Source: an optimization exercise on an open RTL-to-GDS flow (aim: small area, a short achievable clock period and few clock cycles per item). Production flows keep margins and buffers that such runs may drop. RTL that was checked went through simulation tests only; none was proved equivalent to the original. No activity file was given, so power comes from the tool's default toggle rates.

==> inputs of v3 <==
## interval_set_table_top
module interval_set_table_top (
  input  logic        clk,
  input  logic        rst,
  input  logic        in_valid,
  output logic        in_stall,
  input  logic [1:0]  cmd,
  input  logic [15:0] position,
  input  logic [16:0] fill_length,
  output logic        out_valid,
  input  logic        out_stall,
  output logic        is_member,
  output logic        table_full_error,
  output logic [4:0]  range_total
);
Settings: LEC_CHECK=0, CAP_MARGIN=20, CORE_MARGIN=2, CORE_UTILIZATION=50, SETUP_SLACK_MARGIN=4.0, SLEW_MARGIN=20, TNS_END_PERCENT=5; clock period 6.5 ns.
run.sh (not shown) runs the stock make flow with config.mk's settings and CLKGATE_MAP_FILE= SYNTH_SCRIPT=/design/flow/synth_recipe.tcl, a recipe that flattens the netlist after the stock synthesis.
==> inputs of v10, as changes to v3 <==
--- a/flow/design.v
+++ b/flow/design.v
@@ -113,56 +113,66 @@
   output logic        is_member,
   output logic        table_full_error,
   output logic [4:0]  range_total
 );
   localparam int N = 16;
   logic        accept;
-  logic [16:0] p_ext, p_inc, fill_end;
-  logic [16:0] fill_sum;
+  logic [16:0] p_ext, p_inc, fill_sum;
+  logic [15:0] a_fl;     
   logic        a_v;
   logic [1:0]  a_cmd;
   logic [16:0] a_x;      
   logic [16:0] a_y;      
   logic        a_fnz;    
+  logic        a_fhi;    
+  logic [16:0] a_xw;     
   always_comb begin
     p_ext    = {1'b0, position};
     p_inc    = p_ext + 17'd1;
-    fill_sum = p_ext + {1'b0, fill_length[15:0]};
-    fill_end = (fill_length[16] || fill_sum[16]) ? 17'd65536 : fill_sum;
   end
   always_ff @(posedge clk) begin
     if (rst) begin
       a_v <= 1'b0;
     end else begin
       a_v <= accept;
     end
     a_cmd <= cmd;
-    unique case (cmd)
-      2'd1:    a_x <= p_ext;
-      2'd3:    a_x <= fill_end;
-      default: a_x <= p_inc;
-    endcase
+    a_x   <= (cmd == 2'd1 || cmd == 2'd3) ? p_ext : p_inc;
+    a_fl  <= fill_length[15:0];
     a_y   <= (cmd == 2'd1) ? p_inc : p_ext;
     a_fnz <= fill_length != 17'd0;
+    a_fhi <= fill_length[16];
+  end
+  always_comb begin
+    fill_sum = a_y + {1'b0, a_fl};
+    if (a_cmd != 2'd3) begin
+      a_xw = a_x;
+    end else if (a_fhi || fill_sum[16]) begin
+      a_xw = 17'd65536;
+    end else begin
+      a_xw = fill_sum;
+    end
   end
-  logic [N-1:0] v;
-  logic [15:0]  first [N];
-  logic [16:0]  fin   [N];
-  logic [4:0]   cnt;
+  logic [N-1:0] vs, ve;           
+  logic [15:0]  st  [N];          
+  logic [16:0]  en  [N];          
+  logic [4:0]   cnt;              
   logic [N-1:0] c_le1, c_eq1, c_ge2, c_eq2;
   logic         f_le1, f_eq1, f_ge2, f_eq2;
+  logic [N-1:0] c_s1, c_e1;
+  logic         f_s1, f_e1, a_rm;
   logic        d_v;
   logic [1:0]  d_cmd;
   logic [16:0] d_x;      
   logic [16:0] d_y;      
   logic        d_fnz;
-  logic [N-1:0] r_s1, r_e1, r_s2, r_e2;
+  logic [N-1:0] r_sle, r_seq, r_ele, r_eeq;
   for (genvar i = 0; i < N; i++) begin : g_ent
     ist_scan u_cmp (
-      .first (first[i]),
-      .fin   (fin[i]),
+      .first (st[i]),
+      .fin   (en[i]),
       .x     (a_x),
       .y     (a_y),
       .le1   (c_le1[i]),
       .eq1   (c_eq1[i]),
       .ge2   (c_ge2[i]),
       .eq2   (c_eq2[i])
@@ -175,125 +185,106 @@
     .y     (a_y),
     .le1   (f_le1),
     .eq1   (f_eq1),
     .ge2   (f_ge2),
     .eq2   (f_eq2)
   );
-  logic [N-1:0] hold, left, right, free1, bsel;
-  logic         is_add, is_rm, is_fill, a_rm;
-  logic         lowv, any_h, any_l, any_r, split, split_ok, add_new, full;
-  logic [16:0]  bus_fin;
-  logic         b_s2, b_e2;
-  logic [N-1:0] c_s1, c_s2;
-  logic         f_s1, f_s2;
-  logic [N-1:0] v_nx, we_f, we_e, e_bus;
-  logic [4:0]   cnt_nx;
-  logic         r_mem, r_err;
   always_comb begin
     a_rm = a_cmd == 2'd1;
     c_s1 = a_rm ? c_le1 : (c_le1 & ~c_eq1);
-    c_s2 = a_rm ? c_ge2 : (c_ge2 & ~c_eq2);
+    c_e1 = a_rm ? ~c_ge2 : (~c_ge2 | c_eq2);
     f_s1 = a_rm ? f_le1 : (f_le1 & ~f_eq1);
-    f_s2 = a_rm ? f_ge2 : (f_ge2 & ~f_eq2);
+    f_e1 = a_rm ? ~f_ge2 : (~f_ge2 | f_eq2);
   end
+  logic [N-1:0] hs, he, free_s, free_e;
+  logic         lows, lowe, member, any_s, any_e, grow, full;
+  logic         is_add, is_rm;
+  logic [N-1:0] vs_nx, ve_nx, we_s, we_e;
+  logic [4:0]   cnt_nx;
+  logic         r_mem, r_err;
   always_comb begin
-    is_add  = d_cmd == 2'd0;
-    is_rm   = d_cmd == 2'd1;
-    is_fill = d_cmd == 2'd3;
-    full    = cnt[4];
-    lowv    = 1'b1;
+    is_add = d_cmd == 2'd0;
+    is_rm  = d_cmd == 2'd1;
+    full   = cnt[4];
+    lows   = 1'b1;
+    lowe   = 1'b1;
     for (int i = 0; i < N; i++) begin
-      hold[i]  = v[i] & r_s1[i] & r_s2[i];
-      right[i] = v[i] & r_e1[i];
-      left[i]  = v[i] & r_e2[i];
-      bsel[i]  = hold[i] | right[i];
-      free1[i] = ~v[i] & lowv;
-      lowv     = lowv & v[i];
-    end
-    any_h    = |hold;
-    any_l    = |left;
-    any_r    = |right;
-    split    = |(hold & ~r_e1 & ~r_e2);
-    split_ok = split & ~full;
-    add_new  = ~any_h & ~any_l & ~any_r & ~full;
-    bus_fin  = '0;
-    b_s2     = 1'b0;
-    b_e2     = 1'b0;
-    for (int i = 0; i < N; i++) begin
-      bus_fin = bus_fin | ({17{bsel[i]}} & fin[i]);
-      b_s2    = b_s2 | (bsel[i] & c_s2[i]);
-      b_e2    = b_e2 | (bsel[i] & c_eq2[i]);
-    end
-    v_nx   = v;
-    we_f   = '0;
+      free_s[i] = ~vs[i] & lows;
+      lows      = lows & vs[i];
+      free_e[i] = ~ve[i] & lowe;
+      lowe      = lowe & ve[i];
+    end
+    member = (^(vs & r_sle)) ^ (^(ve & r_ele));
+    hs     = vs & r_seq;
+    he     = ve & r_eeq;
+    any_s  = |hs;
+    any_e  = |he;
+    grow   = ((is_add & ~member) | (is_rm & member)) & ~any_s & ~any_e;
+    vs_nx  = vs;
+    ve_nx  = ve;
+    we_s   = '0;
     we_e   = '0;
-    e_bus  = '0;
     cnt_nx = cnt;
     r_mem  = 1'b0;
     r_err  = 1'b0;
     unique case (d_cmd)
-      2'd0: begin
-        we_e   = left | (free1 & {N{add_new}});
-        e_bus  = left & {N{any_r}};
-        we_f   = (right & {N{~any_l}}) | (free1 & {N{add_new}});
-        v_nx   = (v & ~(right & {N{any_l}})) | (free1 & {N{add_new}});
-        cnt_nx = (any_l & any_r) ? cnt - 5'd1 : (add_new ? cnt + 5'd1 : cnt);
-        r_err  = ~any_h & ~any_l & ~any_r & full;
-      end
-      2'd1: begin
-        we_f   = (hold & r_e1 & ~r_e2) | (free1 & {N{split_ok}});
-        we_e   = (hold & ~r_e1 & (r_e2 | {N{~full}})) | (free1 & {N{split_ok}});
-        e_bus  = free1;
-        v_nx   = (v & ~(hold & r_e1 & r_e2)) | (free1 & {N{split_ok}});
-        cnt_nx = (|(hold & r_e1 & r_e2)) ? cnt - 5'd1 : (split_ok ? cnt + 5'd1 : cnt);
-        r_err  = split & full;
+      2'd0, 2'd1: begin
+        we_s   = hs | free_s;
+        we_e   = he | free_e;
+        vs_nx  = (vs & ~(hs & {N{any_e}})) | (free_s & {N{grow & ~full}});
+        ve_nx  = (ve & ~(he & {N{any_s}})) | (free_e & {N{grow & ~full}});
+        cnt_nx = (any_s & any_e) ? cnt - 5'd1 : ((grow & ~full) ? cnt + 5'd1 : cnt);
+        r_err  = grow & full;
       end
       2'd2: begin
-        r_mem = any_h;
+        r_mem = member;
       end
       default: begin
-        we_f   = N'(1);
+        we_s   = N'(1);
         we_e   = N'(1);
-        v_nx   = N'(d_fnz);
+        vs_nx  = N'(d_fnz);
+        ve_nx  = N'(d_fnz);
         cnt_nx = 5'(d_fnz);
       end
     endcase
     if (!d_v) begin
-      we_f = '0;
+      we_s = '0;
       we_e = '0;
     end
   end
   always_ff @(posedge clk) begin
     if (rst) begin
-      v   <= '0;
+      vs  <= '0;
+      ve  <= '0;
       cnt <= '0;
       d_v <= 1'b0;
     end else begin
       d_v <= a_v;
       if (d_v) begin
-        v   <= v_nx;
+        vs  <= vs_nx;
+        ve  <= ve_nx;
         cnt <= cnt_nx;
       end
     end
   end
   always_ff @(posedge clk) begin
     d_cmd <= a_cmd;
-    d_x   <= a_x;
+    d_x   <= a_xw;
     d_y   <= a_y;
     d_fnz <= a_fnz;
     for (int i = 0; i < N; i++) begin
-      if (we_f[i]) begin
-        first[i] <= d_y[15:0];
+      if (we_s[i]) begin
+        st[i] <= d_y[15:0];
       end
       if (we_e[i]) begin
-        fin[i] <= e_bus[i] ? bus_fin : d_x;
+        en[i] <= d_x;
       end
-      r_s1[i] <= we_f[i] ? f_s1 : c_s1[i];
-      r_e1[i] <= we_f[i] ? f_eq1 : c_eq1[i];
-      r_s2[i] <= we_e[i] ? (e_bus[i] ? b_s2 : f_s2) : c_s2[i];
-      r_e2[i] <= we_e[i] ? (e_bus[i] ? b_e2 : f_eq2) : c_eq2[i];
+      r_sle[i] <= we_s[i] ? f_s1 : c_s1[i];
+      r_seq[i] <= we_s[i] ? f_eq1 : c_eq1[i];
+      r_ele[i] <= we_e[i] ? f_e1 : c_e1[i];
+      r_eeq[i] <= we_e[i] ? f_eq2 : c_eq2[i];
     end
   end
   logic [2:0] q_cnt;
   logic [6:0] head;
   logic       pop;
   logic [2:0] owed;       
==> inputs of v12, as changes to v3 <==
--- a/flow/design.v
+++ b/flow/design.v
@@ -282,18 +282,18 @@
     d_fnz <= a_fnz;
     for (int i = 0; i < N; i++) begin
       if (we_f[i]) begin
         first[i] <= d_y[15:0];
       end
       if (we_e[i]) begin
-        fin[i] <= e_bus[i] ? bus_fin : d_x;
+        fin[i] <= d_x;
       end
       r_s1[i] <= we_f[i] ? f_s1 : c_s1[i];
       r_e1[i] <= we_f[i] ? f_eq1 : c_eq1[i];
-      r_s2[i] <= we_e[i] ? (e_bus[i] ? b_s2 : f_s2) : c_s2[i];
-      r_e2[i] <= we_e[i] ? (e_bus[i] ? b_e2 : f_eq2) : c_eq2[i];
+      r_s2[i] <= we_e[i] ? f_s2 : c_s2[i];
+      r_e2[i] <= we_e[i] ? f_eq2 : c_eq2[i];
     end
   end
   logic [2:0] q_cnt;
   logic [6:0] head;
   logic       pop;
   logic [2:0] owed;       
SETUP_SLACK_MARGIN = 4.5   (was 4.0)
==> inputs of v18, as changes to v3 <==
==> flow/flow/run.sh (new file) <==
#!/bin/bash
# Standard layout, with the resizer free to change a cell's footprint.
set -o pipefail
bash standard.sh MATCH_CELL_FOOTPRINT=0 finish > standard_flow.log 2>&1
==> flow/standard.sh (new file) <==
#!/bin/bash
# synth_recipe.tcl (not shown) runs the flow's synth.tcl, then flattens the netlist and writes it again
# the make line also repeats each setting of config.mk as NAME=value (left out here)
make -C /OpenROAD-flow-scripts/flow DESIGN_CONFIG=/design/flow/config.mk WORK_HOME=/design/flow/orfs CLKGATE_MAP_FILE= SYNTH_SCRIPT=/design/flow/synth_recipe.tcl "${@:-finish}"
removed: flow/run.sh
==> summary.txt <==
Yosys
  • Synth top area cells: edfxtp_1 37%, ha_1 16%, dfxtp_1 7.5%
  • Post-synth top area share: 0.3730
  • Proportion of synthesized area in mux cells: 0.01884
  • Largest family of logic cells by synthesized area: compound AO/OA/AOI/OAI gates

Layout
  • Share of post-route cells with drive strength above 1: 0.1665
  • Antenna Cells: 5
  • Area growth, synth to finish: 19.77%

Outcome
  • Outcome: complete, no violations

Timing
  • Final worst setup slack: 3365 ps

Pwr
  • Design Power: approximately 12 mW

Hold path
  • Hold Path Depth: 0

Critical path
  • CP peak stage delay: roughly 460 ps
  • WP buf/inv: 1

GRT
  • Number of global-route vias before repair: ~36,000
  • First-pass GRT wire length: around 250,000 µm

Routing
  • Met2 wire len: 78,310 µm
  • DR WL/cell: between 30 and 40 µm

Floorplanning
  • Die width: ~300 µm
the above is filed under v18

==> summary.txt <==
Outcome
  • Outcome: complete, no violations

Layout
  • Share of post-route cells with drive strength above 1: 0.1978
  • Area growth, synth to finish: 23.00%

Timing
  • Final worst setup slack: 3371 ps

Yosys
  • Post-synth top area share: 0.3730
  • Proportion of synthesized area in mux cells: 0.01884
  • Synth top area cells: edfxtp_1 37%, ha_1 16%, dfxtp_1 7.5%

GRT
  • Number of global-route vias before repair: between 30,000 and 40,000
  • First-pass GRT wire length: 256,200 µm

Floorplanning
  • Die width: between 300 and 400 µm

Pwr
  • Design Power: approximately 12 mW

Routing
  • Met2 wire len: 80,050 µm
  • DR WL/cell: approximately 31 µm

Critical path
  • WP buf/inv: 3
the above is filed under v3

==> summary.txt <==
Layout
  • Area growth, synth to finish: 18.79%
  • Antenna Cells: 0
  • Share of post-route cells with drive strength above 1: 0.1606

Yosys
  • Proportion of synthesized area in mux cells: 0.01388
  • Synth top area cells: edfxtp_1 43%, ha_1 19%, dfxtp_1 10%
  • Post-synth top area share: 0.4276
  • Largest family of logic cells by synthesized area: adder cells

GRT
  • First-pass GRT wire length: roughly 170,000 µm
  • Number of global-route vias before repair: ~28,000

Critical path
  • WP buf/inv: 0
  • CP peak stage delay: around 400 ps

Pwr
  • Design Power: roughly 11 mW

Routing
  • DR WL/cell: between 20 and 25 µm

Timing
  • Final worst setup slack: between 3000 and 4000 ps

Floorplanning
  • Die width: approximately 280 µm

Hold path
  • Hold Path Depth: 1

Outcome
  • Outcome: complete, no violations
the above is filed under v10

==> summary.txt <==
Routing
  • Met2 wire len: 62,170 µm

Layout
  • Antenna Cells: 1
  • Share of post-route cells with drive strength above 1: 0.1871

Pwr
  • Design Power: 11.63 mW

Outcome
  • Outcome: complete, no violations

Hold path
  • Hold Path Depth: 0

GRT
  • Number of global-route vias before repair: 29,670
  • First-pass GRT wire length: 188,500 µm

Timing
  • Final worst setup slack: roughly 3500 ps
the above is filed under v12

Testbench counts of v3, summed over its fixed seeds: cycles 16,024, items 16,000.
Testbench counts of v18, summed over its fixed seeds: cycles 16,024, items 16,000.
No functional check of the RTL was part of v10 and v12.

[separate check: timing with driven ports]
How much do the figures lean on ideal ports? The routed layouts below were timed once more, with nothing changed but the port constraints. Step 1 assumes that a clkbuf_16 drives the clock port and a buf_2 every other input. Step 2, shift: input delay + t, output delay - t, t = (earliest + latest rising clock arrival at the registers) / 2. This alone moves slack from input paths to output paths. Three values: no drivers, after step 1, after step 2; two values: the first two.
run | t, ns | setup WS [ns] | worst setup path after step 2 | slew at the worst register clock pin (ns)
v3 | 0.744 | 3.371 / 3.371 / 3.017 | input to register | 0.07 / 0.07
v10 | 0.698 | 3.651 / 3.651 / 3.054 | input to register | 0.06 / 0.06
v12 | 0.689 | 3.478 / 3.518 / 2.830 | input to register | 0.07 / 0.07
v18 | 0.755 | 3.365 / 3.365 / 2.958 | input to register | 0.07 / 0.07
After both steps every run listed still meets setup and hold. For v12, which loses most, drivers alone change the setup slack by +0.040 ns; drivers and shift together by -0.648 ns.
